This design comes from an exercise in tuning for small area, a short achievable clock period and few clock cycles on the open sky130 flow, not from production work.
Only simulation tests tie the RTL to the original design; equivalence was not proved.
Power is estimated from default activity; no workload was simulated.

Setup of v25:
## grid_maze_dfs_path_finder
module grid_maze_dfs_path_finder (
	input  logic       clk,
	input  logic       arst_n,
	input  logic       item_valid,
	output logic       item_stall,
	input  logic       cmd,
	input  logic [2:0] cell_row,
	input  logic [2:0] cell_col,
	input  logic       blocked,
	output logic       result_valid,
	input  logic       result_stall,
	output logic       found,
	output logic [2:0] path_row,
	output logic [2:0] path_col,
	output logic       last
);
==> flow/config.mk <==
export PLATFORM = sky130hd
export DESIGN_NAME = grid_maze_dfs_path_finder
export DESIGN_NICKNAME = grid_maze_dfs_path_finder
export VERILOG_FILES = /design/flow/design.v
export SDC_FILE = /design/flow/constraint.sdc
export NUM_CORES = 4
export LEC_CHECK = 0
export CAP_MARGIN = 20
export CORE_MARGIN = 2
export CORE_UTILIZATION = 35
export SETUP_SLACK_MARGIN = 4
export SLEW_MARGIN = 20
==> flow/constraint.sdc <==
create_clock -name core_clock -period 7.0 [get_ports {clk}]
set_input_delay 1.4000 -clock core_clock [delete_from_list [all_inputs] [get_ports {clk}]]
set_output_delay 1.4000 -clock core_clock [all_outputs]
set_load 0.01 [all_outputs]
run.sh (not shown) runs the stock make flow with config.mk's settings and CLKGATE_MAP_FILE= SYNTH_SCRIPT=/design/flow/synth_recipe.tcl, a recipe that flattens the netlist after the stock synthesis.
Testbench counts of v25, summed over its fixed seeds: cycles 18,071.
For v19, these inputs were changed with respect to v25:
- changing CORE_UTILIZATION from 35 to 40
Findings:
In summary, v19 completed successfully, with a layout that passed the timing, DRC and antenna checks. Re global placement routability congestion: v19 and v25 aren't equal, and the higher value belongs to v19. Of v19 and v25, it is v19 that has the higher setup slack. Looking at first-pass GRT wire length across v19 and v25, the one that comes out higher is v19. v19 vs v25: via count up by a few percent. Summary of v19 over v25: x dimension of the die dropped about 6%; logic gate share of total power dropped 0.3 points; post-layout instance area dropped 0.75%; global-route usage climbed 3.8 points.
Input changes introduced in v49 (baseline for comparison: v19):
- CORE_UTILIZATION now 45, was 40
- SETUP_SLACK_MARGIN now 4.2, was 4
==> results.txt <==
Going from v19 to v49, first-iteration DRC count increased 283; final setup skew decreased 8.0 ps; global routing usage on met3 increased 1.7 points; number of gates resized after cts increased 26%.
v49 against v19: clock group share of total power shrank by 2.2 points, register-to-register slack moved down, final net count shows an increase of about 0.56%, multi-input gate share of total cell area went up 0.76 points, critical path depth higher.
Of v19 and v49, the lower share of final-layout standard cells stronger than drive strength 1 belongs to v19.
The inputs of v53 differ from those of v49 as listed below.
- swapping 4.2 for 4 in SETUP_SLACK_MARGIN
- putting PLACE_DENSITY at 0.7 where nothing was set
- swapping 45 for 40 in CORE_UTILIZATION
==> results.txt <==
Summary: with v49 as the reference, number of global-route vias before repair in v53 moved down by a few percent.
v53 vs v49: final critical-path share of the clock period down in v53
Time the worst path needs with I/O delays and setup ends up higher on v49.
Sort v53 and v49 by clock network area share asc -> top: v49
v49 reports its top routing layer in use as met4 while v53 reports met5.

Starting RTL as in the previous note.
## grid_maze_dfs_path_finder
module grid_maze_dfs_path_finder (
	input  logic       clk,
	input  logic       arst_n,
	input  logic       item_valid,
	output logic       item_stall,
	input  logic       cmd,
	input  logic [2:0] cell_row,
	input  logic [2:0] cell_col,
	input  logic       blocked,
	output logic       result_valid,
	input  logic       result_stall,
	output logic       found,
	output logic [2:0] path_row,
	output logic [2:0] path_col,
	output logic       last
);
make LEC_CHECK=0 CAP_MARGIN=20 CORE_MARGIN=2 CORE_UTILIZATION=40 SETUP_SLACK_MARGIN=4 SLEW_MARGIN=20 TNS_END_PERCENT=100 finish   # period 7.0 ns
Testbench counts at the start, summed over its fixed seeds: cycles 18,071.
Then changed:
- CORE_UTILIZATION: 40 -> 50
- TNS_END_PERCENT: 100 -> unset
=> Hold slack stays flat; cell count shrinks by 5.0%; routed wire length grows by 1.5%; worst setup slack got worse by 0.044 ns.

## purple
Another version of the RTL of grid_maze_dfs_path_finder (not shown whole).
Size: about 730 flip-flops, ~22 I/O pins, ~0.032 sq mm of cells after synthesis.
clock: 7.0 ns
lec_check: 0
cap_margin: 20
core_margin: 2
core_utilization: 40
setup_slack_margin: 4
slew_margin: 20
Testbench counts of purple, summed over its fixed seeds: cycles 20,045.
Edits applied to the flow inputs when going from purple to green:
diff --git a/flow/config.mk b/flow/config.mk
--- a/flow/config.mk
+++ b/flow/config.mk
@@ -9,4 +9,4 @@
 export CORE_MARGIN = 2
-export CORE_UTILIZATION = 40
-export SETUP_SLACK_MARGIN = 4
+export CORE_UTILIZATION = 55
+export SETUP_SLACK_MARGIN = 4.5
 export SLEW_MARGIN = 20
[summary]
green closes out successfully: all stages finished, all timing, DRC and antenna checks passed.
green does worse than purple on routed wire length.
Cell count, purple and green: larger value in purple
purple vs green, busiest metal layer after global routing: met2 vs met1
STATUS cell area: green loses against purple
Compare purple and green | highest cell delay on the worst timing path lower: purple
When green is measured against purple, its sequential power turns out 3.8% higher.
Violation count after the first detailed-route iteration in green is about 8% above purple.

port drivers added, routing unchanged:
No port has a modelled driver above. Below, the same layouts with a new extraction and two added sets of constraints.
Step 1 assumes that a clkbuf_16 drives the clock port and a buf_2 every other input.
Step 2 adds t to the input delays and takes it off the output delays; t is the mean of the earliest and latest rising clock arrival at the registers after step 1. Input paths then give back, and output paths get back, about the clock's delay inside the block.
Three values: ideal ports, drivers, drivers and shift; two values: the first two.
run	t, ns	setup WS [ns]	pins driven straight from the clock port
v25	0.705	3.854 / 3.854 / 3.411	1
v19	0.698	3.931 / 3.931 / 3.434	1
v49	0.689	3.746 / 3.746 / 3.433	1
v53	0.701	3.828 / 3.828 / 3.329	1
the first run of note 2	0.698	3.931 / 3.931 / 3.434	1
the second run of note 2	0.694	3.887 / 3.887 / 3.396	1
purple	0.697	3.591 / 3.591 / 3.434	1
green	0.684	3.624 / 3.624 / 3.588	1
After both steps every run listed still meets setup and hold. For v53, which loses most, drivers alone change the setup slack by 0.000 ns; drivers and shift together by -0.499 ns.
